From an optimization exercise on the open Yosys and OpenROAD flow, aimed at small area; shortcuts taken in it are not production practice.
Function was checked by simulation only, so behaviour that the tests miss may differ from the original.
Power figures rest on the tool's default switching activity, not on a simulated workload.

[flow/run.sh]
#!/bin/bash
# The standard layout, with these changes: ABC maps the logic with an area-oriented script
# (flow/abc.script); the port buffers are the smallest buffer cell; clock tree synthesis adds
# no dummy loads; and after global routing the non-critical gates are downsized
# and slew and capacitance repaired again (flow/post_grt.tcl).
set -euo pipefail
here=$(pwd)
rm -rf "$here/scripts_own"
cp -r "$FLOW_HOME/scripts" "$here/scripts_own"
cp "$here/flow/abc.script" "$here/scripts_own/abc_area.script"
cp "$here/flow/abc.script" "$here/scripts_own/abc_speed.script"
export SCRIPTS_DIR="$here/scripts_own"
export BUFFER_PORTS_ARGS="-buffer_cell sky130_fd_sc_hd__buf_1"
export CTS_ARGS="-sink_clustering_enable -repair_clock_nets -buf_list sky130_fd_sc_hd__clkbuf_8 -sink_clustering_size 16 -sink_clustering_max_diameter 60 -dont_use_dummy_load"
export RECOVER_POWER=100
export POST_GLOBAL_ROUTE_TCL="$here/flow/post_grt.tcl"
bash standard.sh > "$here/layout_make.log" 2>&1
[flow/abc.script]
strash
&get -n
&st
&dch
&nf -R 1000
&put
[flow/post_grt.tcl]
# After power recovery has downsized gates, repair the slew and capacitance it broke
global_route -start_incremental
repair_design_helper
detailed_placement
global_route -end_incremental
estimate_parasitics -global_routing
report_worst_slack
[standard.sh]
#!/bin/bash
# synth_recipe.tcl (not shown) runs the flow's synth.tcl, then flattens the netlist and writes it again
# the make line also repeats each setting of config.mk as NAME=value (left out here)
make -C /OpenROAD-flow-scripts/flow DESIGN_CONFIG=/design/flow/config.mk WORK_HOME=/design/flow/orfs CLKGATE_MAP_FILE= SYNTH_SCRIPT=/design/flow/synth_recipe.tcl "${@:-finish}"
[config.mk]
export PLATFORM = sky130hd
export DESIGN_NAME = exec_core
export DESIGN_NICKNAME = exec_core
export VERILOG_FILES = /design/flow/design.v
export SDC_FILE = /design/flow/constraint.sdc
export NUM_CORES = 4
export LEC_CHECK = 0
export ABC_AREA = 1
export CAP_MARGIN = 20
export CORE_MARGIN = 2
export CORE_UTILIZATION = 40
export CTS_BUF_LIST = sky130_fd_sc_hd__clkbuf_8
export CTS_CLUSTER_DIAMETER = 60
export CTS_CLUSTER_SIZE = 16
export SETUP_SLACK_MARGIN = 0.3
export SLEW_MARGIN = 20
[constraint.sdc]
create_clock -name core_clock -period 11.0 [get_ports {clk}]
set_input_delay 2.2000 -clock core_clock [delete_from_list [all_inputs] [get_ports {clk}]]
set_output_delay 2.2000 -clock core_clock [all_outputs]
set_load 0.01 [all_outputs]
[design.v]
`default_nettype none
package cpu16_pkg;
	typedef logic [15:0] word_t;
	typedef logic [$clog2(16)-1:0] reg_idx_t;
	typedef logic [4:0] flags_t;
endpackage
`default_nettype wire
`timescale 1ns/100ps
`default_nettype none
module decoder (
	input  cpu16_pkg::word_t  instr,
	input  logic              instr_valid,
	input  cpu16_pkg::flags_t flags,
	output logic              use_imm,
	output logic              op_add,      
	output logic              op_addc,     
	output logic              op_sub,      
	output logic              lg_p,
	output logic              lg_g,
	output logic              op_not,
	output logic              op_shl,
	output logic              op_shr,
	output logic              sh_arith,
	output logic              op_load,
	output logic              op_link,
	output logic              set_flags,
	output logic              wb_en,
	output logic              mem_we,
	output logic              jump_taken
);
	logic [3:0] hi;
	logic [3:0] ext;
	logic       cond_met;
	logic       r0, r4, r8;
	logic       cmp_nowr;
	logic       op_and, op_or, op_xor;
	assign hi  = instr[15:12];
	assign ext = instr[7:4];
	assign r0 = (hi == 4'h0);
	assign r4 = (hi == 4'h4);
	assign r8 = (hi == 4'h8);
	always_comb
	begin
		case (instr[11:8])
			4'b0000:  cond_met = flags[4];
			4'b0001:  cond_met = !flags[4];
			4'b0010:  cond_met = flags[3];
			4'b0011:  cond_met = !flags[3];
			4'b0100:  cond_met = flags[1];
			4'b0101:  cond_met = !flags[1];
			4'b0110:  cond_met = flags[0];
			4'b0111:  cond_met = !flags[0];
			4'b1000:  cond_met = flags[2];
			4'b1001:  cond_met = !flags[2];
			4'b1010:  cond_met = !flags[1] && !flags[4];
			4'b1011:  cond_met = flags[1] || flags[4];
			4'b1100:  cond_met = !flags[0] && !flags[4];
			4'b1101:  cond_met = flags[0] || flags[4];
			4'b1110: cond_met = 1'b1;
			default:   cond_met = 1'b0;
		endcase
	end
	assign use_imm = !(r0 || r4 || (r8 && ext[2]));
	assign op_addc = (r0 && (ext == 4'h4 || ext == 4'h7)) || hi == 4'h7 || hi == 4'hA;
	assign op_add  = op_addc || (r0 && (ext == 4'h5 || ext == 4'h6)) || hi == 4'h5 || hi == 4'h6;
	assign cmp_nowr = (r0 && (ext == 4'h8 || ext == 4'hB)) ||
	                  ((hi == 4'hB || hi == 4'hC) && ext == 4'h0);
	assign op_sub  = cmp_nowr || (r0 && ext == 4'h9) || hi == 4'h9;
	assign op_and  = (r0 && ext == 4'h1) || hi == 4'h1;
	assign op_or   = (r0 && ext == 4'h2) || hi == 4'h2;
	assign op_xor  = (r0 && ext == 4'h3) || hi == 4'h3;
	assign op_not  = r0 && ext == 4'hF;
	assign op_shr  = r8 && (ext[2] ? (!ext[3] && ext[0]) : ext[1]);
	assign op_shl  = r8 && (ext[2] ? (!ext[3] && !ext[0]) : !ext[1]);
	assign sh_arith = ext[2] ? ext[1] : ext[3];
	assign lg_p = op_xor || op_or;
	assign lg_g = op_and || op_or;
	assign op_load = r4 && ext == 4'h0;
	assign op_link = r4 && ext == 4'h8;
	assign set_flags = instr_valid && (op_add || op_sub);
	assign wb_en = instr_valid && (op_add || (op_sub && !cmp_nowr) || op_and || op_or ||
	               op_xor || op_not || op_shl || op_shr || op_load || op_link);
	assign mem_we = instr_valid && r4 && ext == 4'h4;
	assign jump_taken = instr_valid && r4 && (ext == 4'h8 || (ext == 4'hC && cond_met));
endmodule
`default_nettype wire
`timescale 1ns/100ps
`default_nettype none
module regfile (
	input  logic                clk,
	input  logic                arst_n,
	input  logic                wr_en,
	input  cpu16_pkg::reg_idx_t wr_idx,
	input  cpu16_pkg::word_t    wr_data,
	input  cpu16_pkg::reg_idx_t rd_a_idx,
	input  cpu16_pkg::reg_idx_t rd_b_idx,
	output cpu16_pkg::word_t    rd_a_data,
	output cpu16_pkg::word_t    rd_b_data
);
	cpu16_pkg::word_t     regs [16];
	logic [16-1:0] valid;
	logic [16-1:0] sel_a;
	logic [16-1:0] sel_b;
	logic [16-1:0] sel_w;
	for (genvar i = 0; i < 16; i++)
	begin : g_reg
		assign sel_w[i] = wr_en && (wr_idx == i);
		assign sel_a[i] = valid[i] && (rd_a_idx == i);
		assign sel_b[i] = valid[i] && (rd_b_idx == i);
		always_ff @(posedge clk or negedge arst_n)
		begin
			if (!arst_n)
				valid[i] <= 1'b0;
			else if (sel_w[i])
				valid[i] <= 1'b1;
		end
		always_ff @(posedge clk)
		begin
			if (sel_w[i])
				regs[i] <= wr_data;
		end
	end
	for (genvar j = 0; j < 16; j++)
	begin : g_read
		logic [16-1:0] col;
		logic [16-1:0] term_a, term_b;
		logic [5:0]           grp_a, grp_b;
		for (genvar i = 0; i < 16; i++)
		begin : g_col
			assign col[i] = regs[i][j];
		end
		assign term_a = col & sel_a;
		assign term_b = col & sel_b;
		for (genvar k = 0; k < 5; k++)
		begin : g_grp
			assign grp_a[k] = |term_a[3*k +: 3];
			assign grp_b[k] = |term_b[3*k +: 3];
		end
		assign grp_a[5] = term_a[15];
		assign grp_b[5] = term_b[15];
		assign rd_a_data[j] = (grp_a[0] | grp_a[1] | grp_a[2]) | (grp_a[3] | grp_a[4] | grp_a[5]);
		assign rd_b_data[j] = (grp_b[0] | grp_b[1] | grp_b[2]) | (grp_b[3] | grp_b[4] | grp_b[5]);
	end
endmodule
`default_nettype wire
`timescale 1ns/100ps
`default_nettype none
module alu (
	input  logic              clk,
	input  logic              arst_n,
	input  cpu16_pkg::word_t  a,
	input  cpu16_pkg::word_t  b,
	input  logic              op_add,
	input  logic              op_addc,
	input  logic              op_sub,
	input  logic              lg_p,        
	input  logic              lg_g,        
	input  logic              op_not,
	input  logic              op_shl,
	input  logic              op_shr,
	input  logic              sh_arith,
	input  logic              set_flags,
	output cpu16_pkg::flags_t flags,
	input  cpu16_pkg::word_t  ext_res,     
	output cpu16_pkg::word_t  result
);
	cpu16_pkg::word_t  bx;
	cpu16_pkg::word_t  sum;
	logic [16:0]       c;
	cpu16_pkg::word_t  ap, ag;
	logic [16:0]       lt;
	cpu16_pkg::word_t  logic_res;
	cpu16_pkg::word_t  shift_res;
	cpu16_pkg::word_t  sh0, sh1, sh2, sh3, sh4, sh5;
	logic              sh_fill;
	cpu16_pkg::flags_t flags_next;
	assign bx = b ^ {16{op_sub}};
	assign c[0] = op_sub || (op_addc && flags[3]);
	assign lt[0] = 1'b0;
	assign ap = a ^ bx;
	assign ag = a & bx;
	for (genvar k = 0; k < 4; k++)
	begin : g_cla
		logic [3:0] p4, g4;
		logic       ci;
		assign p4 = ap[4*k +: 4];
		assign g4 = ag[4*k +: 4];
		assign ci = c[4*k];
		assign c[4*k+1] = g4[0] | (p4[0] & ci);
		assign c[4*k+2] = g4[1] | (p4[1] & g4[0]) | (p4[1] & p4[0] & ci);
		assign c[4*k+3] = g4[2] | (p4[2] & g4[1]) | (p4[2] & p4[1] & g4[0]) |
		                  (p4[2] & p4[1] & p4[0] & ci);
		assign c[4*k+4] = g4[3] | (p4[3] & g4[2]) | (p4[3] & p4[2] & g4[1]) |
		                  (p4[3] & p4[2] & p4[1] & g4[0]) | (p4[3] & p4[2] & p4[1] & p4[0] & ci);
	end
	for (genvar i = 0; i < 16; i++)
	begin : g_bit
		assign sum[i] = ap[i] ^ c[i];
		assign lt[i+1] = ap[i] ? b[i] : lt[i];
	end
	for (genvar i = 0; i < 16; i++)
	begin : g_logic
		assign logic_res[i] = (lg_p & ap[i]) | (lg_g & ag[i]);
	end
	assign sh_fill = sh_arith && op_shr && a[15];
	for (genvar i = 0; i < 16; i++)
	begin : g_shift
		assign sh0[i] = op_shl ? a[15-i] : a[i];
		assign sh1[i] = b[0] ? ((i + 1 < 16) ? sh0[(i+1)%16] : sh_fill) : sh0[i];
		assign sh2[i] = b[1] ? ((i + 2 < 16) ? sh1[(i+2)%16] : sh_fill) : sh1[i];
		assign sh3[i] = b[2] ? ((i + 4 < 16) ? sh2[(i+4)%16] : sh_fill) : sh2[i];
		assign sh4[i] = b[3] ? ((i + 8 < 16) ? sh3[(i+8)%16] : sh_fill) : sh3[i];
		assign sh5[i] = b[4] ? sh_fill : sh4[i];
	end
	for (genvar i = 0; i < 16; i++)
	begin : g_shout
		assign shift_res[i] = (op_shl & sh5[15-i]) | (op_shr & sh5[i]) | (op_not & !b[i]);
	end
	assign result = (({16{op_add | op_sub}} & sum) | ext_res) | shift_res | logic_res;
	assign flags_next[4] = op_sub ? (&ap) : !(|ap);
	assign flags_next[1] = op_sub ? !c[16] : lt[16];
	assign flags_next[0] = flags_next[1] ^ a[15] ^ b[15];
	assign flags_next[3] = c[16] ^ op_sub;
	assign flags_next[2] = c[16] ^ c[15];
	always_ff @(posedge clk or negedge arst_n)
	begin
		if (!arst_n)
			flags <= '0;
		else if (set_flags)
			flags <= flags_next;
	end
endmodule
`default_nettype wire
`timescale 1ns/100ps
`default_nettype none
module exec_core (
	input  logic                clk,
	input  logic                arst_n,
	input  cpu16_pkg::word_t    instr,
	input  logic                instr_valid,
	input  cpu16_pkg::word_t    pc,
	input  cpu16_pkg::word_t    mem_rdata,
	output cpu16_pkg::word_t    mem_addr,
	output cpu16_pkg::word_t    mem_wdata,
	output logic                mem_we,
	output logic                jump_taken,
	output cpu16_pkg::word_t    jump_target,
	output logic                wb_en_o,
	output cpu16_pkg::reg_idx_t wb_idx,
	output cpu16_pkg::word_t    wb_data,
	output cpu16_pkg::flags_t   flags
);
	cpu16_pkg::word_t rd_a_data;
	cpu16_pkg::word_t rd_b_data;
	cpu16_pkg::word_t b_eff;
	cpu16_pkg::word_t alu_result;
	cpu16_pkg::word_t pc_inc;
	logic [16:0]      pc_cy;
	logic use_imm;
	logic lg_p, lg_g;
	logic op_add, op_addc, op_sub, op_not, op_shl, op_shr, sh_arith;
	logic op_load, op_link, set_flags;
	decoder decoder_i (
		.instr      (instr),
		.instr_valid(instr_valid),
		.flags      (flags),
		.use_imm    (use_imm),
		.op_add     (op_add),
		.op_addc    (op_addc),
		.op_sub     (op_sub),
		.lg_p       (lg_p),
		.lg_g       (lg_g),
		.op_not     (op_not),
		.op_shl     (op_shl),
		.op_shr     (op_shr),
		.sh_arith   (sh_arith),
		.op_load    (op_load),
		.op_link    (op_link),
		.set_flags  (set_flags),
		.wb_en      (wb_en_o),
		.mem_we     (mem_we),
		.jump_taken (jump_taken)
	);
	assign wb_idx = instr[11:8];
	regfile regfile_i (
		.clk       (clk),
		.arst_n    (arst_n),
		.wr_en     (wb_en_o),
		.wr_idx    (instr[11:8]),
		.wr_data   (wb_data),
		.rd_a_idx  (instr[11:8]),
		.rd_b_idx  (instr[3:0]),
		.rd_a_data (rd_a_data),
		.rd_b_data (rd_b_data)
	);
	assign b_eff = use_imm ? {{8{instr[7]}}, instr[7:0]} : rd_b_data;
	alu alu_i (
		.clk       (clk),
		.arst_n    (arst_n),
		.a         (rd_a_data),
		.b         (b_eff),
		.op_add    (op_add),
		.op_addc   (op_addc),
		.op_sub    (op_sub),
		.lg_p      (lg_p),
		.lg_g      (lg_g),
		.op_not    (op_not),
		.op_shl    (op_shl),
		.op_shr    (op_shr),
		.sh_arith  (sh_arith),
		.set_flags (set_flags),
		.flags     (flags),
		.ext_res   (({16{op_load}} & mem_rdata) | ({16{op_link}} & pc_inc)),
		.result    (alu_result)
	);
	assign mem_addr = rd_b_data;
	assign mem_wdata = rd_a_data;
	assign jump_target = rd_b_data;
	assign pc_cy[0] = 1'b1;
	for (genvar i = 0; i < 16; i++)
	begin : g_inc
		assign pc_inc[i] = pc[i] ^ pc_cy[i];
		assign pc_cy[i+1] = pc_cy[i] & pc[i];
	end
	assign wb_data = alu_result;
endmodule
`default_nettype wire
==> impl_results.md, run 1 <==
- Total number of vias: between 10000 and 15000
- Final hold violations: 0
- Setup WS post-layout: approximately 460 ps
- Final hold slack: 506 ps
- Max Slew Vio Count: 0
- Commonest non-fill, non-tap cell in the layout: edfxtp_1
- Most used DFF post-synth: edfxtp_1
- Post-layout min period: between 10000 and 15000 ps
- Final net count: approximately 1400
- Longest Clk Path Bufs: 3
- Rows: 68
- Final Power: approximately 2.4 mW
- Synth cell types: 43
- Clock transition at path regs: approximately 80 ps
- Setup violations, final: 0
- First-pass GRT wire length: roughly 74000 um
- Setup crit start kind: input port
- Synthesized area: ~0.014 sq mm
- Diode count: 0
- Clock latency (worst-skew pair): about 560 ps
- Initial antenna violation count: 1
- Final non-filler cell area: 0.0159 sq mm
- Total GRT Usage: 0.273
- Crit share post-route: 0.959
- Average wire per cell in the routed design: 28.8 um
- Initial DRC count: roughly 2700
- Total grt overflow: 0
- Ys async rst share: 0.0758
- Post-DP HPWL: around 37000 um
- Largest net degree at the start of global routing: 25
- Setup Crit Path Kind: in -> out
- Crit-path max FO: 17
- Synthesized Nets: approximately 1200
- CTS tree: yes
- CP max-delay cell: clkbuf_1
- Worst path max stage delay: about 730 ps
- CTS Hold Bufs: 0
- Placed cell areas: roughly 0.016 sq mm
- Mapped Avg Cell Area: between 10 and 15 sq um
- Die X-Extent: just under 200 um
- Setup Skew: ~34 ps
- Crit path required time: slightly below 9000 ps
- Max cap viols: 0
- Synth Instances: 1117
- # port buffers: around 130
- CP endpoint kind: output pin
- DRT Pass-1 Iters: 9
- CTS Root Cell: clkbuf_8
- Die area: 0.0369 sq mm
- Routability Congestion: 0.975
- Synthesis Warnings: 4
- Vias in the first global route: 11500
- Proportion of layout cells with a drive suffix above 1: 0.0688
- Overall die height: approximately 190 um
- Core ar.: around 0.035 sq mm
- Total CTS buffers: 22
- Max Clk Rate: 0.0948 GHz
- H-tree levels: 1
- Status: finished clean
- WP data arrival: between 8000 and 9000 ps
- # IOs: roughly 130
- Worst Max-Slew Pin Slew: about 1200 ps
- Initial Util: 0.408
- Fillers: 3226
- Post-cts resize count: 0
- Rel. slew slack: 0.210
- Leak: between 5 and 6 nW
- Cell area power density: about 150 mW/mm^2
- HP Class: reg -> reg
- Final WL: slightly above 50000 um
- Post-synth EDFFs: between 200 and 300
- Register bit total from synthesis: ~280
- Sequential-to-total area share from yosys stat: 0.580
- Routed Antenna Nets: 0
- Post-place setup slack: between 600 and 700 ps
- Final setup TNS: 0 ps
- Area growth from synthesis to layout: 12.3%
- Residual DRC: 0
- CTS sink cnt: ~280
- Post-DR vias/cell: between 6 and 7
- Post-CTS Setup Bufs: 0
- Commonest non-fill, non-tap cells in the layout: edfxtp_1, a222oi_1, buf_1, nand2_1, a21oi_1
- Peak VDD IR: between 0.09 and 0.1 mV
==> final cells by class <==
class,instances,area [sq um],area share
Clock buffer,22,303,0.0190
Sequential cell,277,8210,0.516
Inverter,23,86.3,0.00543
Multi-Input combinational cell,797,5780,0.363
Tap cell,455,569,0.0358
Timing Repair Buffer,203,956,0.0601
==> Yosys cell counts (2+ instances only) <==
cell	instances	area [sq um]
mux2i_1	42	420
nand3_1	21	105
a211oi_1	10	75.1
or2_0	18	113
edfxtp_1	256	7690
xnor2_1	23	201
o211ai_1	12	90.1
buf_4	20	150
a22oi_1	5	37.5
a21oi_1	54	270
nor3_1	18	90.1
ha_1	30	375
nand4_1	30	188
or4_1	2	15.0
o22ai_1	2	12.5
fa_1	4	80.1
a31oi_1	2	12.5
a222oi_1	174	1740
nand2b_1	8	50.1
o21ai_0	43	215
nor2b_1	20	125
a211o_1	9	78.8
nor3b_1	3	22.5
nor2_1	46	173
nand2_1	116	435
clkinv_1	23	86.3
dfrtp_1	21	526
and2_0	9	56.3
and3_1	46	288
a32oi_1	2	17.5
mux2_1	9	101
nor4_1	7	43.8
xor2_1	7	61.3
a221oi_1	16	140
==> kinds of logic after synthesis <==
logic type | count (synthesis) | synth area share
multiplexers | 51 | 0.0368
XOR/XNOR | 30 | 0.0186
adder cells (fa/ha/maj) | 34 | 0.0322
buffers and inverters | 43 | 0.0167
AO/OA/AOI/OAI | 336 | 0.194
flip-flops | 277 | 0.580
AND/OR/NAND/NOR | 346 | 0.122
==> worst max-delay path, delay by kind of cell <==
family | cells | cell delay, ps
and+or+nand+nor | 9 | 1900
AOI/OAI and AO/OA | 9 | 1740
buffers and inverters | 4 | 1300
adders and majority gates | 2 | 830
muxes | 1 | 180
xor gates and xnor gates | 1 | 170
==> stage by stage <==
| stage | instances | utilization |
|---|---|---|
| 6_report | 1777 | 0.458 |
| 4_1_cts | 1776 | 0.461 |
| 3_5_place_dp | 1754 | 0.453 |
| 3_3_place_gp | 1754 | 0.452 |
| 2_1_floorplan | 1117 | - |
==> layer usage <==
layer	global-route usage	vias up	routed length [um]
li1	-	5211	-
met1	0.382	5937	20500
met2	0.441	884	23600
met3	0.0351	120	5470
met4	0.0849	4	1630
met5	0	-	23
==> registers in the layout, indices dropped and copies added (netlist names) <==
| signal | count |
|---|---|
| regfile_i.regs | 256 |
| alu_i.flags | 5 |
| regfile_i.valid | 16 |
==> report_power, final <==
part           switching [mW]  total [mW]  internal (mW)
registers              0.0354        1.28           1.25
clock network           0.312       0.491          0.180
logic                   0.454       0.650          0.196
total                   0.801        2.42           1.62
==> worst paths after layout <==
| check | startpoint | to | slack, ps | cells past startpoint |
|---|---|---|---|---|
| max | instr[1] | wb_data[12] | 460 | 26 |
| min | regfile_i.valid[3] | regfile_i.valid[3] | 510 | 1 |
| max reg2reg | regfile_i.valid[8] | regfile_i.regs[13][13] | 4450 | 26 |
| min reg2reg | regfile_i.valid[3] | regfile_i.valid[3] | 510 | 1 |
| max in group asynchronous | arst_n | regfile_i.valid[2] | 8900 | 2 |
| min in group asynchronous | arst_n | alu_i.flags[3] | 1710 | 2 |
==> inputs of run 2 (changes only) <==
==> flow/abc.script (replaced) <==
strash
&get -n
&st
&dch
&nf -R 1000
&put
topo
stime -c
buffer -c
upsize -c
dnsize -c
--- a/config.mk
+++ b/config.mk
@@ -12,5 +12,5 @@
 export CTS_BUF_LIST = sky130_fd_sc_hd__clkbuf_8
 export CTS_CLUSTER_DIAMETER = 60
 export CTS_CLUSTER_SIZE = 16
-export SETUP_SLACK_MARGIN = 0.3
+export SETUP_SLACK_MARGIN = 0.05
 export SLEW_MARGIN = 20
==> run 2 against run 1 <==
Hold slack lost 18 ps. Final cell count decreased by 0.28%. Still clean. Critical path type unchanged. Area after synthesis is 3.5% higher. Via count hardly changed. Routed wire length grew 0.18%. Synthesized cell count increased by 9.0%. Count of clock-buffer cells in the layout unchanged. Clock power barely moved.
==> impl_results.md, run 2 <==
- Cell area power density: 153 mW/mm^2 (+0.30%)
- # IOs: 127 (unchanged)
- Most used DFF post-synth: edfxtp_1
- Final non-filler cell area: 0.0159 sq mm (-0.28%)
- Clock transition at path regs: 90 ps (about the same)
- Max reg flops: 256 (unchanged)
- CP cell instances: clkbuf_1 > nor2_1 > and3_1 > a222oi_1 > and3_1 > nand4_1 > ha_1 > nand4_1 > o21ai_1 > nand3_1 > nand2_1 > and2_0 > o21ai_1 > and2b_1 > nor2_1 > a211oi_2 > nor2b_1 > o21ai_1 > and2b_1 > fa_1 > o211ai_1 > a221oi_1 > o21ai_2 > buf_1
- Core ar.: 0.0363 sq mm (+4.7%)
- Worst path max stage delay: 660 ps (-70 ps)
- Multi-input logic area: 0.00583 sq mm (+0.91%)
- Synth area leaders: edfxtp_1, a222oi_1, dfrtp_1, nand2_1, mux2i_1
- Setup Skew: 63.2 ps (+28.8 ps)
- Average wire per cell in the routed design: 28.9 um (+0.46%)
- Post-layout min period: 10540 ps (-3.31 ps)
- Final net count: 1391 (-1.3%)
- Final hold slack: 488 ps (-17.7 ps)
- Placed cell areas: 0.0156 sq mm (-0.39%)
- Synthesized area: 0.0147 sq mm (+3.5%)
- Routed Antenna Nets: 0 (unchanged)
- Critical Path Source: instr[10]
- Crit share post-route: 0.958 (about the same)
- Crit path required time: 8800 ps (about the same)
- H-tree levels: 1 (unchanged)
- WP data arrival: 8340 ps (about the same)
- Synthesized Nets: 1303 (+8.4%)
- Post-DR vias/cell: 6.85 (+0.19%)
- Initial Util: 0.403 (-0.00488)
- Max Slew Vio Count: 0 (unchanged)
- Setup violations, final: 0 (unchanged)
- CP max-delay cell: ha_1
- Total grt overflow: 0 (unchanged)
- Area growth from synthesis to layout: 8.24%
- Rows: 70 (+2.9%)
- Initial antenna violation count: 0 (-1)
- Clock latency (worst-skew pair): 570 ps (about the same)
- Total GRT Usage: 0.261 (-0.0119)
- CTS Hold Bufs: 0 (unchanged)
- CTS sink cnt: 277 (unchanged)
- # port buffers: 126 (unchanged)
- Max Clk Rate: 0.0949 GHz (about the same)
- Crit-path max FO: 16 (-1)
- Initial DRC count: 2569 (-4.5%)
- Synth cell types: 62 (+44%)
- Critical R2R Launch: regfile_i.valid[2]
- CP bufs+invs: 2 (-2)
- CTS tree: yes
- Post-synth top cells: edfxtp_1, a222oi_1, nand2_1
- Final WL: 51300 um (+0.18%)
- Setup crit start kind: input port
- DRT Pass-1 Iters: 14 (+5)
- Setup Crit Path Kind: in -> out
- Mapped Avg Cell Area: 12.0 sq um (-5.1%)
- Post-place setup slack: 349 ps (-258 ps)
- Cell mode on critical path: o21ai_1
- Total CTS buffers: 22 (unchanged)
- Peak VDD IR: 0.0578 mV (-37%)
- Max cap viols: 0 (unchanged)
- Post-CTS Setup Bufs: 0 (unchanged)
- Worst Max-Slew Pin Slew: 1060 ps (-127 ps)
- Overall die height: 195 um (+1.7%)
- CP top delay family: simple AND/OR/NAND/NOR gates
- Diode count: 0 (unchanged)
- Die X-Extent: 195 um (+1.7%)
- Largest net degree at the start of global routing: 25 (unchanged)
- Die area: 0.0382 sq mm (+3.4%)
- Proportion of layout cells with a drive suffix above 1: 0.0867 (+0.0178)
- Top flop regs: regfile_i.regs (256), regfile_i.valid (16), alu_i.flags (5)
- Vias in the first global route: 11500 (-0.32%)
- FF+latch area: 0.00821 sq mm (unchanged)
- CP endpoint kind: output pin
- Synthesis Warnings: 4 (unchanged)
- First-pass GRT wire length: 74500 um (+0.24%)
- CTS Root Cell: clkbuf_8
- Longest Clk Path Bufs: 3 (unchanged)
- Final hold violations: 0 (unchanged)
- Post-cts resize count: 0 (unchanged)
- Commonest non-fill, non-tap cells in the layout: edfxtp_1, a222oi_1, buf_1, nand2_1, a21oi_1
- Top reg by flops: regfile_i.regs
- Ys async rst share: 0.0758 (unchanged)
- Leak: 5.40 nW (+0.74%)
- Worst reg-to-reg setup slack: 4250 ps (-200 ps)
- Synth area leader: edfxtp_1
- Register bit total from synthesis: 277 (unchanged)
- Final Core Density: 0.436 (-0.0218)
- Sequential-to-total area share from yosys stat: 0.561 (-0.0194)
- Final setup TNS: 0 ps (unchanged)
- Setup WS post-layout: 459 ps (+3.31 ps)
- Most common cell in the netlist: edfxtp_1
- Hold wc startpoint: regfile_i.valid[6]
- Post-DP HPWL: 37200 um (-0.20%)
- Fillers: 3362 (+4.2%)
- Synth Instances: 1218 (+9.0%)
- Residual DRC: 0 (unchanged)
- Post-synth EDFFs: 256 (unchanged)
- HP Class: reg -> reg
- Top-area cell type share of the netlist area: 0.525 (-0.0181)
- Total number of vias: 12100 (-0.090%)
- Routability Congestion: 0.975 (about the same)
- Rel. slew slack: 0.296 (+0.0863)
- Commonest non-fill, non-tap cell in the layout: edfxtp_1
- Status: finished clean
-- run 2: cell types whose count changed in the layout (fill, tap and decap cells not counted), sizes merged --
cell	previous run	this run
inv	0	23
buf	168	152
clkinv	23	0
clkbuf	57	55
nor2b	20	18
and2b	0	2
-- run 2: report_power, final --
| part | switching (mW) | internal (mW) | total [mW] |
|---|---|---|---|
| clock | 0.313 | 0.180 | 0.493 |
| combinational | 0.452 | 0.199 | 0.652 |
| sequential | 0.0324 | 1.25 | 1.28 |
-- run 2: final timing paths --
| path | endpoint | depth (start not counted) |
|---|---|---|
| worst min register to register | regfile_i.valid[6] | 1 |
| min in group asynchronous | regfile_i.valid[12] | 2 |
| worst max-delay path | wb_data[12] | 24 |
| worst max register to register | regfile_i.regs[8][15] | 26 |
| worst min-delay path | regfile_i.valid[6] | 1 |
| max in group asynchronous | alu_i.flags[2] | 2 |
-- run 2: kinds of logic after synthesis --
group | Yosys count | share of synthesized area
flip-flops | 277 | 0.561
buffers and inverters | 144 | 0.0436
AND/OR/NAND/NOR | 346 | 0.120
adder cells (fa/ha/maj) | 34 | 0.0311
multiplexers | 51 | 0.0370
AO/OA/AOI/OAI | 336 | 0.190
XOR/XNOR | 30 | 0.0179
-- run 2: per-layer routing --
metal / routed length, um / GRT usage / up-vias
met4: 1790 / 0.0814 / 0
met5: 0 / 0 / -
met3: 5130 / 0.0389 / 103
met2: 23700 / 0.420 / 789
met1: 20700 / 0.364 / 6092
li1: - / - / 5161
-- run 2: through the flow --
step / total power, mW / cells
3_3_place_gp: 1.95 / 1748
4_1_cts: 2.43 / 1770
2_1_floorplan: 1.69 / 1218
6_report: 2.42 / 1772
3_5_place_dp: 1.95 / 1748
-- run 2: final cells by class --
class	instances	share of cell area
clock buffers	22	0.0191
inverters	23	0.00544
multi-input cells	797	0.368
flip-flops and latches	277	0.518
well taps	468	0.0369
repair buffers	185	0.0531
==> inputs of run 3 (changes only) <==
--- a/config.mk
+++ b/config.mk
@@ -8,9 +8,9 @@
 export ABC_AREA = 1
 export CAP_MARGIN = 20
 export CORE_MARGIN = 2
-export CORE_UTILIZATION = 40
+export CORE_UTILIZATION = 30
 export CTS_BUF_LIST = sky130_fd_sc_hd__clkbuf_8
 export CTS_CLUSTER_DIAMETER = 60
 export CTS_CLUSTER_SIZE = 16
-export SETUP_SLACK_MARGIN = 0.05
+export SETUP_SLACK_MARGIN = 0.3
 export SLEW_MARGIN = 20
==> run 3 against run 2 <==
Non-clock buffer count is 6 lower. Combinational power is 2% higher. Global-route usage is 6.1 points lower. Synthesized cell count stayed put. Count of clock-buffer cells in the layout is 1 higher. Sequential share of layout area is 0.52 points lower. Clock power hardly changed. Final cell count is 8.0% higher.
==> impl_results.md, run 3 <==
- Final hold slack: 489 ps (+1.07 ps)
- Critical R2R Launch: regfile_i.valid[5]
- Post-cts resize count: 0 (unchanged)
- Post-synth top cells: edfxtp_1, a222oi_1, nand2_1
- Synthesis Warnings: 4 (unchanged)
- Post-CTS Setup Bufs: 0 (unchanged)
- Longest Clk Path Bufs: 3 (unchanged)
- Combinational power share: 0.272 (+0.003)
- Worst Hold Endpoint: regfile_i.valid[6]
- H-tree levels: 1 (unchanged)
- Post-DR vias/cell: 6.30 (-8.1%)
- Area growth from synthesis to layout: 9.33%
- Total grt overflow: 0 (unchanged)
- Register bit total from synthesis: 277 (unchanged)
- Worst reg-to-reg setup slack: 4110 ps (-140 ps)
- Clock latency (worst-skew pair): 560 ps (about the same)
- Sequential-to-total area share from yosys stat: 0.561 (unchanged)
- Synthesized area: 0.0147 sq mm (unchanged)
- DRT Pass-1 Iters: 13 (-1)
- Total GRT Usage: 0.199 (-0.0613)
- CTS Hold Bufs: 0 (unchanged)
- Hold path depth: 1 (unchanged)
- Crit share post-route: 0.955 (-0.00365)
- Post-DP HPWL: 38400 um (+3.1%)
- Setup violations, final: 0 (unchanged)
- Average wire per cell in the routed design: 27.6 um (-4.6%)
- Post-layout min period: 10500 ps (-40.1 ps)
- Total number of vias: 12100 (-0.76%)
- Commonest non-fill, non-tap cell in the layout: edfxtp_1
- Synth cell types: 62 (unchanged)
- Sw frac: 0.331 (+0.00121)
- Crit-path max FO: 16 (unchanged)
- Initial Util: 0.306 (-0.0975)
- Die area: 0.0506 sq mm (+33%)
- Final non-filler cell area: 0.0160 sq mm (+1.0%)
- Clock transition at path regs: 70 ps (-20 ps)
- Rel. slew slack: 0.263 (-0.0332)
- Leak: 5.38 nW (-0.42%)
- Worst Max-Slew Pin Slew: 1110 ps (+49.8 ps)
- Mapped Avg Cell Area: 12.0 sq um (unchanged)
- CTS tree: yes
- # IOs: 127 (unchanged)
- Sequential power share: 0.524 (-0.004)
- Setup crit start kind: input port
- Final WL: 52800 um (+3.0%)
- # port buffers: 126 (unchanged)
- Routability Congestion: 0.964 (-1.2%)
- Max Slew Vio Count: 0 (unchanged)
- Total CTS buffers: 23 (+4.5%)
- Peak VDD IR: 0.0837 mV (+45%)
- Switching Power: 0.806 mW (+1.1%)
- Max Clk Rate: 0.0952 GHz (+0.38%)
- Routed Antenna Nets: 0 (unchanged)
- First-pass GRT wire length: 75300 um (+1.1%)
- Diode count: 0 (unchanged)
- Overall die height: 225 um (+15%)
- Rows: 80 (+14%)
- Max cap viols: 0 (unchanged)
- Max reg flops: 256 (unchanged)
- Largest net degree at the start of global routing: 25 (unchanged)
- Cell area power density: 152 mW/mm^2 (-0.32%)
- Top flop regs: regfile_i.regs (256), regfile_i.valid (16), alu_i.flags (5)
- Reg2Reg Depth: 26 (unchanged)
- HP Class: reg -> reg
- Die X-Extent: 225 um (+15%)
- Final setup TNS: 0 ps (unchanged)
- CTS Root Cell: clkbuf_8
- Crit path required time: 8800 ps (about the same)
- Top reg by flops: regfile_i.regs
- Final Core Density: 0.334 (-0.102)
- End of the worst register-to-register path: regfile_i.regs[7][12]
- Hold wc startpoint: regfile_i.valid[6]
- Core ar.: 0.0479 sq mm (+32%)
- Clock power frac: 0.203 (about the same)
- Final hold violations: 0 (unchanged)
- WP data arrival: 8300 ps (-40 ps)
- Synth Instances: 1218 (unchanged)
- Placed cell areas: 0.0158 sq mm (+0.87%)
- Top-area cell type share of the netlist area: 0.525 (unchanged)
- Status: finished clean
- Residual DRC: 0 (unchanged)
- Proportion of layout cells with a drive suffix above 1: 0.0924 (+0.00572)
- Post-synth EDFFs: 256 (unchanged)
- Commonest non-fill, non-tap cells in the layout: edfxtp_1, a222oi_1, nand2_1, buf_1, a21oi_1
- Cell mode on critical path: o21ai_1
- Initial DRC count: 2409 (-6.2%)
- CP max-delay cell: and3_1
- CTS sink cnt: 277 (unchanged)
- Setup Skew: 33.6 ps (-29.6 ps)
- Synthesized Nets: 1303 (unchanged)
- Synth area leader: edfxtp_1
- Vias in the first global route: 11300 (-1.6%)
- Worst path max stage delay: 680 ps (+20 ps)
- Most used DFF post-synth: edfxtp_1
- Setup Crit Path Kind: in -> out
- Placed cell count: 1889 (+8.1%)
- CP endpoint kind: output pin
- Initial antenna violation count: 0 (unchanged)
- Layout Cells excl Fill: 1914 (+8.0%)
- Ys async rst share: 0.0758 (unchanged)
- Int Pwr: 1.63 mW (+0.51%)
- Final net count: 1386 (-0.36%)
- Synth area leaders: edfxtp_1, a222oi_1, dfrtp_1, nand2_1, mux2i_1
- Most common cell in the netlist: edfxtp_1
## run 3: cell count changes in the layout (fill, tap and decap cells not counted), sizes merged
cell | previous run | this run
clkbuf | 55 | 62
buf | 152 | 140
## run 3: per-layer routing
| metal | track usage | share of wire | vias up |
|---|---|---|---|
| met5 | 0 | 0 | - |
| met4 | 0.0733 | 0.040 | 0 |
| met3 | 0.0313 | 0.092 | 97 |
| met2 | 0.340 | 0.48 | 782 |
| met1 | 0.256 | 0.39 | 6021 |
| li1 | - | - | 5153 |
## run 3: power groups by stage
stage | combinational, mW | sequential [mW] | clock (mW)
6_report | 0.665 | 1.28 | 0.496
3_5_place_dp | 0.670 | 1.30 | 0
2_1_floorplan | 0.404 | 1.29 | 0
3_3_place_gp | 0.666 | 1.30 | 0
4_1_cts | 0.673 | 1.28 | 0.503
## run 3: worst max-delay path by stage
stage	from	end	slack (ps)
after floorplan	instr[2]	wb_data[15]	1100
after global placement	instr[2]	wb_data[12]	670
after detailed placement	instr[1]	wb_data[12]	640
after CTS	instr[2]	wb_data[12]	610
final	instr[1]	wb_data[12]	500
## run 3: kinds of logic after synthesis
family / share of synthesized area
and+or+nand+nor: 0.120
AOI/OAI and AO/OA: 0.190
DFF: 0.561
buffers and inverters: 0.0436
muxes: 0.0370
adders and majority gates: 0.0311
xor gates and xnor gates: 0.0179
## run 3: metrics by stage
stage	setup slack, ps	total power, mW
after floorplan	1100	1.69
final	500	2.44
after CTS	614	2.45
after detailed placement	645	1.97
after global placement	672	1.97
## run 3: layout make-up
type	count	area [sq um]
Sequential cell	277	8210
Inverter	23	86.3
Multi-Input combinational cell	797	5830
Fill cell	4731	31900
Clock buffer	23	317
Timing Repair Buffer	179	805
Tap cell	615	769
## run 3: critical path: cells and delay by family
family          cells  cell delay, ps
buf+inv             2             450
fa+ha+maj           2             830
simple gates       12            2460
compound gates     10            1980
xor+xnor            1             180
mux                 1             180
==> inputs of run 4 (changes only) <==
--- a/config.mk
+++ b/config.mk
@@ -8,7 +8,7 @@
 export ABC_AREA = 1
 export CAP_MARGIN = 20
 export CORE_MARGIN = 2
-export CORE_UTILIZATION = 30
+export CORE_UTILIZATION = 55
 export CTS_BUF_LIST = sky130_fd_sc_hd__clkbuf_8
 export CTS_CLUSTER_DIAMETER = 60
 export CTS_CLUSTER_SIZE = 16
==> run 4 against run 3 <==
Hold slack improved by 11 ps. Largest cell class unchanged. Largest power group unchanged. Critical path type unchanged. First-iteration DRC count increased by 28%. Design area decreased by 1.9%.
==> impl_results.md, run 4 <==
- CTS Hold Bufs: 0 (unchanged)
- Area growth from synthesis to layout: 7.28%
- HP Class: reg -> reg
- Crit path required time: 8800 ps (about the same)
- Setup Crit Path Kind: in -> out
- Average wire per cell in the routed design: 30.8 um (+12%)
- Commonest non-fill, non-tap cell in the layout: edfxtp_1
- # IOs: 127 (unchanged)
- Post-DP HPWL: 36300 um (-5.4%)
- Post-cts resize count: 0 (unchanged)
- Most common cell in the netlist: edfxtp_1
- Worst path max stage delay: 480 ps (-200 ps)
- Max Slew Vio Count: 0 (unchanged)
- Core ar.: 0.0261 sq mm (-45%)
- Synth area leader: edfxtp_1
- Max reg flops: 256 (unchanged)
- Commonest non-fill, non-tap cells in the layout: edfxtp_1, a222oi_1, buf_1, nand2_1, a21oi_1
- Initial Util: 0.561 (+0.255)
- Proportion of layout cells with a drive suffix above 1: 0.0927 (+0.000342)
- Sequential-to-total area share from yosys stat: 0.561 (unchanged)
- Clock transition at path regs: 70 ps (about the same)
- Peak VDD IR: 0.109 mV (+30%)
- Diode count: 0 (unchanged)
- Total GRT Usage: 0.351 (+0.151)
- Total number of vias: 12200 (+1.5%)
- CTS tree: yes
- H-tree levels: 1 (unchanged)
- Top flop regs: regfile_i.regs (256), regfile_i.valid (16), alu_i.flags (5)
- Placed cell count: 1613 (-15%)
- Synth cell types: 62 (unchanged)
- Setup Skew: 44.6 ps (+11.0 ps)
- Mapped Avg Cell Area: 12.0 sq um (unchanged)
- Layout Cells excl Fill: 1640 (-14%)
- Total CTS buffers: 21 (-8.7%)
- Setup crit start kind: input port
- Cell area power density: 154 mW/mm^2 (+0.81%)
- Routed Antenna Nets: 0 (unchanged)
- CP max-delay cell: a222oi_1
- Max cap viols: 0 (unchanged)
- CP bufs+invs: 4 (+2)
- CP endpoint kind: output pin
- DRT Pass-1 Iters: 21 (+8)
- Leak: 5.41 nW (+0.60%)
- Post-synth top cells: edfxtp_1, a222oi_1, nand2_1
- CTS Root Cell: clkbuf_8
- Synthesis Warnings: 4 (unchanged)
- Most used DFF post-synth: edfxtp_1
- Crit-path max FO: 17 (+1)
- Final hold violations: 0 (unchanged)
- Status: finished clean
- Crit share post-route: 0.965 (+0.0103)
- Max Clk Rate: 0.0942 GHz (-1.1%)
- Final Core Density: 0.602 (+0.267)
- Post-DR vias/cell: 7.46 (+18%)
- Cell mode on critical path: o21ai_1
- Final WL: 50500 um (-4.4%)
- Register bit total from synthesis: 277 (unchanged)
- WP data arrival: 8410 ps (+110 ps)
- Longest Clk Path Bufs: 3 (unchanged)
- Top-area cell type share of the netlist area: 0.525 (unchanged)
- Synthesized Nets: 1303 (unchanged)
- Synth area leaders: edfxtp_1, a222oi_1, dfrtp_1, nand2_1, mux2i_1
- Residual DRC: 0 (unchanged)
- Setup violations, final: 0 (unchanged)
- Routability Congestion: 0.991 (+2.8%)
- Largest net degree at the start of global routing: 25 (unchanged)
- Post-layout min period: 10610 ps (+114 ps)
- Die X-Extent: 167 um (-26%)
- Die area: 0.0280 sq mm (-45%)
- Initial DRC count: 3075 (+28%)
- Ys async rst share: 0.0758 (unchanged)
- First-pass GRT wire length: 72800 um (-3.4%)
- Rows: 59 (-26%)
- Synth Instances: 1218 (unchanged)
- CTS sink cnt: 277 (unchanged)
- # port buffers: 126 (unchanged)
- Post-CTS Setup Bufs: 0 (unchanged)
- Final hold slack: 500 ps (+11.5 ps)
- Rel. slew slack: 0.262 (-0.000598)
- Vias in the first global route: 11200 (-1.3%)
- Final Power: 2.41 mW (-1.1%)
- Overall die height: 167 um (-26%)
- Final setup TNS: 0 ps (unchanged)
- Post-synth EDFFs: 256 (unchanged)
- Worst Max-Slew Pin Slew: 1110 ps (+0.896 ps)
- Clock latency (worst-skew pair): 550 ps (about the same)
- CP top delay family: compound AO/OA/AOI/OAI gates
- Total grt overflow: 0 (unchanged)
- Top reg by flops: regfile_i.regs
- Final net count: 1392 (+0.43%)
- Synthesized area: 0.0147 sq mm (unchanged)
- Initial antenna violation count: 0 (unchanged)
==> run 4: layout make-up <==
cell class	count	area [sq um]
well taps	335	419
fillers	2224	10400
clock buffers	21	289
repair buffers	187	876
multi-input cells	797	5840
flip-flops and latches	277	8210
inverters	23	86.3
==> run 4: cells by family after synthesis <==
logic type / count (synthesis) / synth area share
fa+ha+maj: 34 / 0.0311
compound gates: 336 / 0.190
simple gates: 346 / 0.120
xor+xnor: 30 / 0.0179
flops: 277 / 0.561
mux: 51 / 0.0370
buf+inv: 144 / 0.0436
==> run 4: where the power goes <==
group	internal, mW	switching [mW]
Combinational	0.203	0.457
Clock	0.172	0.302
Sequential	1.25	0.0339
==> run 4: metrics by stage <==
stage	worst slack [ps]	area [sq um]
floorplan	1100	14700
global placement	732	15500
detailed placement	515	15500
CTS	476	15800
finish	386	15700
==> run 4: worst paths after layout <==
path | startpoint | to | slack, ps | cells past startpoint
max in group asynchronous | arst_n | regfile_i.valid[8] | 8800 | 2
min in group asynchronous | arst_n | regfile_i.valid[11] | 1470 | 1
worst min register to register | regfile_i.valid[8] | regfile_i.valid[8] | 500 | 1
worst max-delay path | instr[1] | wb_data[15] | 390 | 31
worst min-delay path | regfile_i.valid[8] | regfile_i.valid[8] | 500 | 1
worst max register to register | regfile_i.valid[7] | regfile_i.regs[7][14] | 4330 | 28
==> run 4: per-layer routing <==
layer | wire length [um] | part of all wire | vias up | track usage
met1 | 19600 | 0.39 | 5994 | 0.514
li1 | - | - | 5176 | -
met2 | 23200 | 0.46 | 962 | 0.546
met4 | 1460 | 0.029 | 0 | 0.0983
met5 | 0 | 0 | - | 0
met3 | 6250 | 0.12 | 98 | 0.0567
==> run 4: worst register-to-register path: cells and delay by family, from the launching register on <==
family	cells	cell delay, ps
AO/OA/AOI/OAI	9	2360
buffers and inverters	3	920
adder cells (fa/ha/maj)	1	410
AND/OR/NAND/NOR	12	1860
flip-flops	1	400
multiplexers	1	290
XOR/XNOR	2	160
==> inputs of run 5 (changes only) <==
--- a/config.mk
+++ b/config.mk
@@ -8,7 +8,7 @@
 export ABC_AREA = 1
 export CAP_MARGIN = 20
 export CORE_MARGIN = 2
-export CORE_UTILIZATION = 55
+export CORE_UTILIZATION = 40
 export CTS_BUF_LIST = sky130_fd_sc_hd__clkbuf_8
 export CTS_CLUSTER_DIAMETER = 60
 export CTS_CLUSTER_SIZE = 16
==> run 5 against run 4 <==
Highest routed layer unchanged. Routed wire length up 1.2%. Hold slack lost 12 ps. Largest power group unchanged. Global-route usage down 9.0 points. Combinational power down 1%. Clock power rose by 4%. Area after synthesis is the same. Design area grew 0.97%.
==> impl_results.md, run 5 <==
- Post-DR vias/cell: 6.81 (-8.6%)
- Post-CTS Setup Bufs: 0 (unchanged)
- Final non-filler cell area: 0.0159 sq mm (+0.97%)
- CTS tree: yes
- Final setup TNS: 0 ps (unchanged)
- Post-DP HPWL: 37200 um (+2.5%)
- Post-cts resize count: 1 (+1)
- Area growth from synthesis to layout: 8.33%
- Proportion of layout cells with a drive suffix above 1: 0.0913 (-0.00146)
- Worst path max stage delay: 490 ps (about the same)
- Post-synth EDFFs: 256 (unchanged)
- Rel. slew slack: 0.284 (+0.0215)
- Leak: 5.40 nW (-0.15%)
- Sequential-to-total area share from yosys stat: 0.561 (unchanged)
- Setup Skew: 62.9 ps (+18.3 ps)
- CTS sink cnt: 277 (unchanged)
- Die area: 0.0382 sq mm (+37%)
- Clock latency (worst-skew pair): 560 ps (about the same)
- Final Power: 2.42 mW (+0.30%)
- Synth Instances: 1218 (unchanged)
- Ys async rst share: 0.0758 (unchanged)
- Setup violations, final: 0 (unchanged)
- Most common cell in the netlist: edfxtp_1
- Final net count: 1391 (-0.072%)
- Placed cell areas: 0.0156 sq mm (+1.1%)
- Max reg flops: 256 (unchanged)
- Top reg by flops: regfile_i.regs
- Crit-path max FO: 9 (-8)
- Peak VDD IR: 0.0580 mV (-47%)
- Diode count: 0 (unchanged)
- Max cap viols: 0 (unchanged)
- Final hold violations: 0 (unchanged)
- Vias in the first global route: 11500 (+3.0%)
- Max Clk Rate: 0.0960 GHz (+1.9%)
- Total grt overflow: 0 (unchanged)
- Initial DRC count: 2452 (-20%)
- Longest Clk Path Bufs: 3 (unchanged)
- CP max-delay cell: fa_1
- Cell area power density: 153 mW/mm^2 (-0.66%)
- H-tree levels: 1 (unchanged)
- Setup crit start kind: input port
- Crit share post-route: 0.947 (-0.0180)
- Synthesized Nets: 1303 (unchanged)
- CP bufs+invs: 3 (-1)
- Total GRT Usage: 0.261 (-0.0899)
- Residual DRC: 0 (unchanged)
- Setup Crit Path Kind: in -> out
- Status: finished clean
- # IOs: 127 (unchanged)
- CP endpoint kind: output pin
- Top flop regs: regfile_i.regs (256), regfile_i.valid (16), alu_i.flags (5)
- Register bit total from synthesis: 277 (unchanged)
- Clock transition at path regs: 90 ps (+20 ps)
- Most used DFF post-synth: edfxtp_1
- Routed Antenna Nets: 0 (unchanged)
- Synth area leaders: edfxtp_1, a222oi_1, dfrtp_1, nand2_1, mux2i_1
- Core ar.: 0.0363 sq mm (+39%)
- Rows: 70 (+19%)
- Top-area cell type share of the netlist area: 0.525 (unchanged)
- Commonest non-fill, non-tap cell in the layout: edfxtp_1
- Overall die height: 195 um (+17%)
- Synthesized area: 0.0147 sq mm (unchanged)
- Mapped Avg Cell Area: 12.0 sq um (unchanged)
- Final WL: 51100 um (+1.2%)
- CTS Root Cell: clkbuf_8
- Die X-Extent: 195 um (+17%)
- Post-synth top cells: edfxtp_1, a222oi_1, nand2_1
- Initial Util: 0.403 (-0.158)
- HP Class: reg -> reg
- Synth area leader: edfxtp_1
- WP data arrival: 8220 ps (-190 ps)
- CP top delay family: simple AND/OR/NAND/NOR gates
- Max Slew Vio Count: 0 (unchanged)
- Total CTS buffers: 22 (+4.8%)
- Initial antenna violation count: 0 (unchanged)
- Total number of vias: 12100 (-1.3%)
- Post-layout min period: 10420 ps (-198 ps)
- CTS Hold Bufs: 0 (unchanged)
- Routability Congestion: 0.975 (-1.6%)
- Worst Max-Slew Pin Slew: 1070 ps (-32.3 ps)
- First-pass GRT wire length: 74500 um (+2.4%)
- Average wire per cell in the routed design: 28.8 um (-6.4%)
- Crit path required time: 8800 ps (about the same)
- DRT Pass-1 Iters: 13 (-38%)
- Synthesis Warnings: 4 (unchanged)
- Commonest non-fill, non-tap cells in the layout: edfxtp_1, a222oi_1, buf_1, nand2_1, a21oi_1
- Largest net degree at the start of global routing: 25 (unchanged)
- # port buffers: 126 (unchanged)
- Synth cell types: 62 (unchanged)
-- run 5: cell counts after synthesis --
No cell type changed its count.
-- run 5: layout make-up --
type,count,area [sq um]
well taps,468,586
fillers,3362,20500
multi-input cells,797,5840
clock buffers,22,303
flip-flops and latches,277,8210
inverters,23,86.3
repair buffers,185,842
-- run 5: cells by family after synthesis --
| family | synth area share |
|---|---|
| AOI/OAI and AO/OA | 0.190 |
| xor gates and xnor gates | 0.0179 |
| adders and majority gates | 0.0311 |
| buffers and inverters | 0.0436 |
| DFF | 0.561 |
| muxes | 0.0370 |
| and+or+nand+nor | 0.120 |
-- run 5: metal layers --
metal | vias up | global-route usage | routed length (um)
met5 | - | 0 | 0
met4 | 0 | 0.0814 | 1690
met3 | 89 | 0.0389 | 5200
met2 | 809 | 0.420 | 23800
met1 | 6016 | 0.364 | 20400
li1 | 5160 | - | -
-- run 5: metrics by stage --
step	worst slack, ps	utilization	hold slack [ps]	cells
after floorplan	1100	-	444	1218
after global placement	442	0.431	459	1748
after detailed placement	349	0.431	467	1748
after CTS	525	0.439	488	1770
final	584	0.437	488	1772
-- run 5: worst register-to-register path: stages (launching register included) --
cell and delay [ps]:
dfrtp_1 420, and3_1 330, buf_4 260, a222oi_1 290
nand2_1 120, a211o_1 360, mux2i_1 340, xnor2_1 140
ha_1 480, nand4_1 280, o21ai_2 290, nand3_1 120
nand2_1 120, and2_1 160, o21ai_1 70, and2b_1 200
nor2_1 130, a211oi_2 70, nor2b_1 160, o21ai_1 90
and2b_1 200, fa_1 380, xor2_1 150, o211ai_1 160
a221oi_1 60, o21ai_1 260, clkbuf_1 620
-- run 5: final timing paths --
path,from,end,slack [ps],cells after the start
worst max-delay path,instr[2],wb_data[12],580,27
worst min-delay path,regfile_i.valid[6],regfile_i.valid[6],490,1
worst max register to register,regfile_i.valid[14],regfile_i.regs[9][13],4420,26
worst min register to register,regfile_i.valid[6],regfile_i.valid[6],490,1
max in group asynchronous,arst_n,regfile_i.valid[2],8870,2
min in group asynchronous,arst_n,regfile_i.valid[14],1740,2
-- run 5: report_power, final --
group	total [mW]	switching, mW	leakage (nW)	internal (mW)
clock	0.491	0.311	0.158	0.180
sequential	1.28	0.0324	2.59	1.25
combinational	0.651	0.452	2.65	0.200
total	2.42	0.795	5.40	1.63
==> inputs of run 6 (changes only) <==
--- a/flow/run.sh
+++ b/flow/run.sh
@@ -11,7 +11,7 @@
 cp "$here/flow/abc.script" "$here/scripts_own/abc_speed.script"
 export SCRIPTS_DIR="$here/scripts_own"
 export BUFFER_PORTS_ARGS="-buffer_cell sky130_fd_sc_hd__buf_1"
-export CTS_ARGS="-sink_clustering_enable -repair_clock_nets -buf_list sky130_fd_sc_hd__clkbuf_8 -sink_clustering_size 16 -sink_clustering_max_diameter 60 -dont_use_dummy_load"
+export CTS_ARGS="-sink_clustering_enable -repair_clock_nets -buf_list sky130_fd_sc_hd__clkbuf_8 -sink_clustering_size 19 -sink_clustering_max_diameter 70 -dont_use_dummy_load"
 export RECOVER_POWER=100
 export POST_GLOBAL_ROUTE_TCL="$here/flow/post_grt.tcl"
 bash standard.sh > "$here/layout_make.log" 2>&1
==> run 6 against run 5 <==
Final cell count fell by 0.23%. Utilization is 0.14 points lower. Hold slack better by 2.2 ps. First-iteration DRC count rose by 3.3%. Synthesized cell count did not move. Total power is 1.6% lower. Flip-flop and latch count is the same. Non-clock buffer count unchanged. Global-route usage shrank 0.084 points. Area after synthesis unchanged. Via count about the same. Clock skew up 8.3 ps. Critical path type unchanged.
==> impl_results.md, run 6 <==
- Status: finished clean
- Setup violations, final: 0 (unchanged)
- Diode count: 0 (unchanged)
- Synth area leader: edfxtp_1
- Ys async rst share: 0.0758 (unchanged)
- Final non-filler cell area: 0.0158 sq mm (-0.32%)
- Setup Skew: 71.2 ps (+8.33 ps)
- Synthesized Nets: 1303 (unchanged)
- Vias in the first global route: 11500 (-0.30%)
- Total grt overflow: 0 (unchanged)
- Final setup TNS: 0 ps (unchanged)
- Proportion of layout cells with a drive suffix above 1: 0.0892 (-0.00203)
- Multi-input logic area: 0.00584 sq mm (unchanged)
- Commonest non-fill, non-tap cell in the layout: edfxtp_1
- Core ar.: 0.0363 sq mm (unchanged)
- Crit share post-route: 0.952 (+0.00487)
- Post-DP HPWL: 37200 um (unchanged)
- Final net count: 1387 (-0.29%)
- Hold path depth: 1 (unchanged)
- Global route hottest layer: met2
- Clock latency (worst-skew pair): 560 ps (about the same)
- Most used DFF post-synth: edfxtp_1
- Post-CTS Setup Bufs: 0 (unchanged)
- CP endpoint kind: output pin
- Worst reg-to-reg setup slack: 4340 ps (-80 ps)
- # IOs: 127 (unchanged)
- Reg2Reg Depth: 26 (unchanged)
- Fillers: 3374 (+0.36%)
- H-tree levels: 1 (unchanged)
- Final WL: 51100 um (about the same)
- Cell area power density: 151 mW/mm^2 (-1.2%)
- Top flop regs: regfile_i.regs (256), regfile_i.valid (16), alu_i.flags (5)
- Routing usage on met1: 0.362 (-0.00225)
- Max reg flops: 256 (unchanged)
- Most common cell in the netlist: edfxtp_1
- Synthesis Warnings: 4 (unchanged)
- Routability Congestion: 0.975 (unchanged)
- CTS sink cnt: 277 (unchanged)
- Top-area cell type share of the netlist area: 0.525 (unchanged)
- Largest net degree at the start of global routing: 25 (unchanged)
- Critical Path Source: instr[2]
- Hold wc startpoint: regfile_i.valid[6]
- Commonest non-fill, non-tap cells in the layout: edfxtp_1, a222oi_1, buf_1, nand2_1, a21oi_1
- Post-cts resize count: 1 (unchanged)
- Mapped Avg Cell Area: 12.0 sq um (unchanged)
- Max Slew Vio Count: 0 (unchanged)
- CTS tree: yes
- Die X-Extent: 195 um (unchanged)
- Peak VDD IR: 0.0588 mV (+1.4%)
- Worst Max-Slew Pin Slew: 1110 ps (+32.5 ps)
- Die area: 0.0382 sq mm (unchanged)
- Routed Antenna Nets: 0 (unchanged)
- Setup Crit Path Kind: in -> out
- Area growth from synthesis to layout: 7.98%
- First-pass GRT wire length: 74300 um (-0.27%)
- Post-synth top cells: edfxtp_1, a222oi_1, nand2_1
- Total GRT Usage: 0.260 (-0.000838)
- Post-DR vias/cell: 6.83 (+0.21%)
- Overall die height: 195 um (unchanged)
- Top reg by flops: regfile_i.regs
- Total number of vias: 12100 (-0.017%)
- DRT Pass-1 Iters: 12 (-1)
- Placed cell areas: 0.0156 sq mm (unchanged)
- Worst Hold Endpoint: regfile_i.valid[6]
- Placed cell count: 1748 (unchanged)
- Layout Cells excl Fill: 1768 (-0.23%)
- CTS Root Cell: clkbuf_8
- Initial antenna violation count: 0 (unchanged)
- Met2 Resource Use GR: 0.421 (+0.00106)
- Initial DRC count: 2533 (+3.3%)
- HP Class: reg -> reg
- WP data arrival: 8270 ps (+50 ps)
- Longest Clk Path Bufs: 3 (unchanged)
- Clock transition at path regs: 110 ps (+20 ps)
- Max cap viols: 0 (unchanged)
- Leak: 5.38 nW (-0.46%)
- Initial Util: 0.403 (unchanged)
- Post-layout min period: 10470 ps (+53.6 ps)
- End of the worst register-to-register path: regfile_i.regs[12][13]
- Crit path required time: 8800 ps (about the same)
- Setup crit start kind: input port
- Synthesized area: 0.0147 sq mm (unchanged)
- Synth cell types: 62 (unchanged)
- Final hold slack: 490 ps (+2.23 ps)
- Register bit total from synthesis: 277 (unchanged)
- Sequential-to-total area share from yosys stat: 0.561 (unchanged)
- Residual DRC: 0 (unchanged)
- Rows: 70 (unchanged)
- FF+latch area: 0.00821 sq mm (unchanged)
- CTS Hold Bufs: 0 (unchanged)
- Total CTS buffers: 18 (-18%)
- Rel. slew slack: 0.262 (-0.0217)
- Average wire per cell in the routed design: 28.9 um (+0.23%)
- Max Clk Rate: 0.0955 GHz (-0.51%)
- Final hold violations: 0 (unchanged)
- Synth area leaders: edfxtp_1, a222oi_1, dfrtp_1, nand2_1, mux2i_1
- Synth Instances: 1218 (unchanged)
- Post-synth EDFFs: 256 (unchanged)
- # port buffers: 126 (unchanged)
- Met3 usage: 0.0389 (unchanged)
- Crit-path max FO: 9 (unchanged)
- Critical R2R Launch: regfile_i.valid[14]
run 6: cell counts after synthesis:
No cell type changed its count.
run 6: how the worst max path moves through the flow:
stage          slack (ps)          end
3_5_place_dp          350  wb_data[12]
6_report              530  wb_data[12]
3_3_place_gp          440  wb_data[12]
2_1_floorplan        1100  wb_data[15]
4_1_cts               530  wb_data[12]
run 6: cells by family (layout without fill, tap and decap cells):
logic type / count (synthesis) / count (layout) / synth area share
adders and majority gates: 34 / 34 / 0.0311
DFF: 277 / 277 / 0.561
buffers and inverters: 144 / 226 / 0.0436
xor gates and xnor gates: 30 / 30 / 0.0179
AOI/OAI and AO/OA: 336 / 336 / 0.190
and+or+nand+nor: 346 / 346 / 0.120
muxes: 51 / 51 / 0.0370
run 6: final cells by class:
cell class | count | share of cell area
inverters | 23 | 0.00546
clock buffers | 18 | 0.0157
well taps | 468 | 0.0370
flip-flops and latches | 277 | 0.519
repair buffers | 185 | 0.0535
multi-input cells | 797 | 0.369
run 6: power by group:
part / switching, mW / total [mW] / internal [mW]
clock network: 0.303 / 0.452 / 0.149
logic: 0.452 / 0.653 / 0.200
registers: 0.0325 / 1.28 / 1.25
run 6: critical path, cell delays in order:
cell      delay (ps)
clkbuf_1         150
and2_0           250
and3_1           340
buf_4            240
a222oi_1         350
nand2_1          130
a211o_1          370
mux2i_1          380
xnor2_1          140
ha_1             480
nand4_1          290
o21ai_2          300
nand3_1          120
nand2_1          120
and2_1           160
o21ai_1           70
and2b_1          200
nor2_1           130
a211oi_2          70
nor2b_1          160
o21ai_1           90
and2b_1          200
fa_1             490
o211ai_1          90
a221oi_1         270
o21ai_2          250
buf_1            210
run 6: through the flow:
step	setup WS, ps	utilization	power [mW]
global placement	442	0.431	1.95
finish	531	0.435	2.38
CTS	525	0.437	2.39
floorplan	1100	-	1.69
detailed placement	349	0.431	1.95
run 6: metal layers:
layer	part of all wire	routed length, um	vias to the layer above
met3	0.091	4640	97
met4	0.036	1820	0
met1	0.41	20900	6072
met2	0.46	23700	750
li1	-	-	5153
met5	0	0	-
==> inputs of run 7 (changes only) <==
--- a/flow/run.sh
+++ b/flow/run.sh
@@ -11,7 +11,7 @@
 cp "$here/flow/abc.script" "$here/scripts_own/abc_speed.script"
 export SCRIPTS_DIR="$here/scripts_own"
 export BUFFER_PORTS_ARGS="-buffer_cell sky130_fd_sc_hd__buf_1"
-export CTS_ARGS="-sink_clustering_enable -repair_clock_nets -buf_list sky130_fd_sc_hd__clkbuf_8 -sink_clustering_size 19 -sink_clustering_max_diameter 70 -dont_use_dummy_load"
+export CTS_ARGS='-sink_clustering_enable -repair_clock_nets -buf_list {sky130_fd_sc_hd__clkbuf_4 sky130_fd_sc_hd__clkbuf_8} -sink_clustering_size 10 -sink_clustering_max_diameter 50 -dont_use_dummy_load'
 export RECOVER_POWER=100
 export POST_GLOBAL_ROUTE_TCL="$here/flow/post_grt.tcl"
 bash standard.sh > "$here/layout_make.log" 2>&1
==> run 7 against run 6 <==
Area after synthesis is the same. Critical endpoint unchanged. Via count grew 0.59%. Sequential power is essentially flat.
==> impl_results.md, run 7 <==
- Layout Cells excl Fill: 1781 (+0.74%)
- Cell area power density: 157 mW/mm^2 (+4.2%)
- CTS Root Cell: clkbuf_8
- Max reg flops: 256 (unchanged)
- Clock transition at path regs: 80 ps (-30 ps)
- Most used DFF post-synth: edfxtp_1
- Routed Antenna Nets: 0 (unchanged)
- # port buffers: 126 (unchanged)
- Max cap viols: 0 (unchanged)
- Max Clk Rate: 0.0957 GHz (+0.18%)
- Diode count: 0 (unchanged)
- Average wire per cell in the routed design: 28.8 um (-0.28%)
- Crit-path max FO: 9 (unchanged)
- Top-area cell type share of the netlist area: 0.525 (unchanged)
- Top reg by flops: regfile_i.regs
- WP data arrival: 8250 ps (-20 ps)
- Setup violations, final: 0 (unchanged)
- Worst Max-Slew Pin Slew: 1050 ps (-52.5 ps)
- Critical R2R Launch: regfile_i.valid[14]
- Area growth from synthesis to layout: 9.20%
- Hold wc startpoint: regfile_i.valid[6]
- Final WL: 51300 um (+0.46%)
- Initial Util: 0.403 (unchanged)
- Synthesized Nets: 1303 (unchanged)
- Setup crit start kind: input port
- Post-synth EDFFs: 256 (unchanged)
- Mapped Avg Cell Area: 12.0 sq um (unchanged)
- Worst reg-to-reg setup slack: 4340 ps (about the same)
- Worst Hold Endpoint: regfile_i.valid[6]
- Proportion of layout cells with a drive suffix above 1: 0.0982 (+0.00902)
- Routability Congestion: 0.975 (unchanged)
- Commonest non-fill, non-tap cells in the layout: edfxtp_1, a222oi_1, buf_1, nand2_1, a21oi_1
- Synthesis Warnings: 4 (unchanged)
- Initial antenna violation count: 0 (unchanged)
- Die X-Extent: 195 um (unchanged)
- Core ar.: 0.0363 sq mm (unchanged)
- Synth cell types: 62 (unchanged)
- Hold path depth: 1 (unchanged)
- CTS Hold Bufs: 0 (unchanged)
- Post-CTS Setup Bufs: 0 (unchanged)
- Synth Instances: 1218 (unchanged)
- Commonest non-fill, non-tap cell in the layout: edfxtp_1
- Rows: 70 (unchanged)
- Sequential-to-total area share from yosys stat: 0.561 (unchanged)
- Reg2Reg Depth: 26 (unchanged)
- Leak: 5.47 nW (+1.7%)
- Total GRT Usage: 0.262 (+0.00167)
- Largest net degree at the start of global routing: 25 (unchanged)
- Synth area leaders: edfxtp_1, a222oi_1, dfrtp_1, nand2_1, mux2i_1
- DRT Pass-1 Iters: 14 (+2)
- Post-layout min period: 10450 ps (-18.4 ps)
- Overall die height: 195 um (unchanged)
- Setup Skew: 63.9 ps (-7.28 ps)
- HP Class: reg -> reg
- Setup Crit Path Kind: in -> out
- Top flop regs: regfile_i.regs (256), regfile_i.valid (16), alu_i.flags (5)
- End of the worst register-to-register path: regfile_i.regs[12][13]
- Peak VDD IR: 0.0797 mV (+36%)
- Initial DRC count: 2615 (+3.2%)
- Post-cts resize count: 1 (unchanged)
- Max Slew Vio Count: 0 (unchanged)
- CP endpoint kind: output pin
- Final net count: 1400 (+0.94%)
- Post-DP HPWL: 37200 um (unchanged)
- Crit path required time: 8800 ps (about the same)
- Vias in the first global route: 11600 (+0.99%)
- Final hold violations: 0 (unchanged)
- Final hold slack: 483 ps (-7.74 ps)
- Most common cell in the netlist: edfxtp_1
- Residual DRC: 0 (unchanged)
- Die area: 0.0382 sq mm (unchanged)
- Ys async rst share: 0.0758 (unchanged)
- Total number of vias: 12100 (+0.59%)
- Post-DR vias/cell: 6.82 (-0.15%)
- Total grt overflow: 0 (unchanged)
- Crit share post-route: 0.950 (-0.00167)
- Final Core Density: 0.440 (+0.00492)
- Register bit total from synthesis: 277 (unchanged)
- # IOs: 127 (unchanged)
- Status: finished clean
- Final setup TNS: 0 ps (unchanged)
- First-pass GRT wire length: 75000 um (+0.83%)
- Synth area leader: edfxtp_1
- Clock latency (worst-skew pair): 600 ps (+40 ps)
- Rel. slew slack: 0.297 (+0.0350)
- Post-synth top cells: edfxtp_1, a222oi_1, nand2_1
- Total CTS buffers: 31 (+13)
- Synthesized area: 0.0147 sq mm (unchanged)
- Longest Clk Path Bufs: 3 (unchanged)
- Placed cell count: 1748 (unchanged)
- CTS sink cnt: 277 (unchanged)
- CTS tree: yes
- H-tree levels: 1 (unchanged)
[run 7: cell families after synthesis]
family                     after synthesis  synth area share
AOI/OAI and AO/OA                      336             0.190
xor gates and xnor gates                30            0.0179
adders and majority gates               34            0.0311
buffers and inverters                  144            0.0436
DFF                                    277             0.561
muxes                                   51            0.0370
and+or+nand+nor                        346             0.120
[run 7: cell type report]
cell class	instances	area [sq um]
fill	3349	20300
sequential	277	8210
multi-input combinational	797	5840
timing repair buffer	185	846
tap	468	586
clock buffer	31	427
inverter	23	86.3
[run 7: worst max-delay path, cell delays in order]
cell and delay, ps:
clkbuf_1 160, and2_0 260, and3_1 330, buf_4 240, a222oi_1 350, nand2_1 130
a211o_1 370, mux2i_1 380, xnor2_1 140, ha_1 470, nand4_1 280, o21ai_2 290
nand3_1 120, nand2_1 120, and2_1 160, o21ai_1 70, and2b_1 200, nor2_1 130
a211oi_2 70, nor2b_1 160, o21ai_1 90, and2b_1 200, fa_1 490, o211ai_1 100
a221oi_1 270, o21ai_2 240, buf_1 210
[run 7: report_power, final]
part           internal [mW]  total, mW  switching, mW
clock network          0.249      0.578          0.330
logic                  0.200      0.653          0.453
registers               1.25       1.28         0.0328
[run 7: per-stage QoR]
stage / total power [mW] / setup slack [ps] / area [sq um]
final: 2.51 / 549 / 16000
after CTS: 2.52 / 525 / 16100
after detailed placement: 1.95 / 349 / 15600
after global placement: 1.95 / 442 / 15600
after floorplan: 1.69 / 1100 / 14700
[run 7: worst max-delay path by stage]
stage                         from          end  slack, ps  depth (start not counted)
after floorplan           instr[2]  wb_data[15]       1100                         30
after global placement    instr[9]  wb_data[12]        440                         27
after detailed placement  instr[8]  wb_data[12]        350                         27
after CTS                 instr[1]  wb_data[12]        530                         29
final                     instr[2]  wb_data[12]        550                         27
[run 7: layer usage]
metal / vias to the layer above / part of all wire / GRT usage
met4: 0 / 0.036 / 0.0859
met3: 100 / 0.096 / 0.0402
met2: 783 / 0.46 / 0.422
li1: 5178 / - / -
met5: - / 0 / 0
met1: 6082 / 0.41 / 0.363

Check on run 7: ideal ports give 0.549 ns setup slack; a clkbuf_16 on the clock port and buf_2 on the inputs give 0.518 ns; moving port delays by the midpoint clock arrival (0.617 ns) as well gives 0.518 ns.
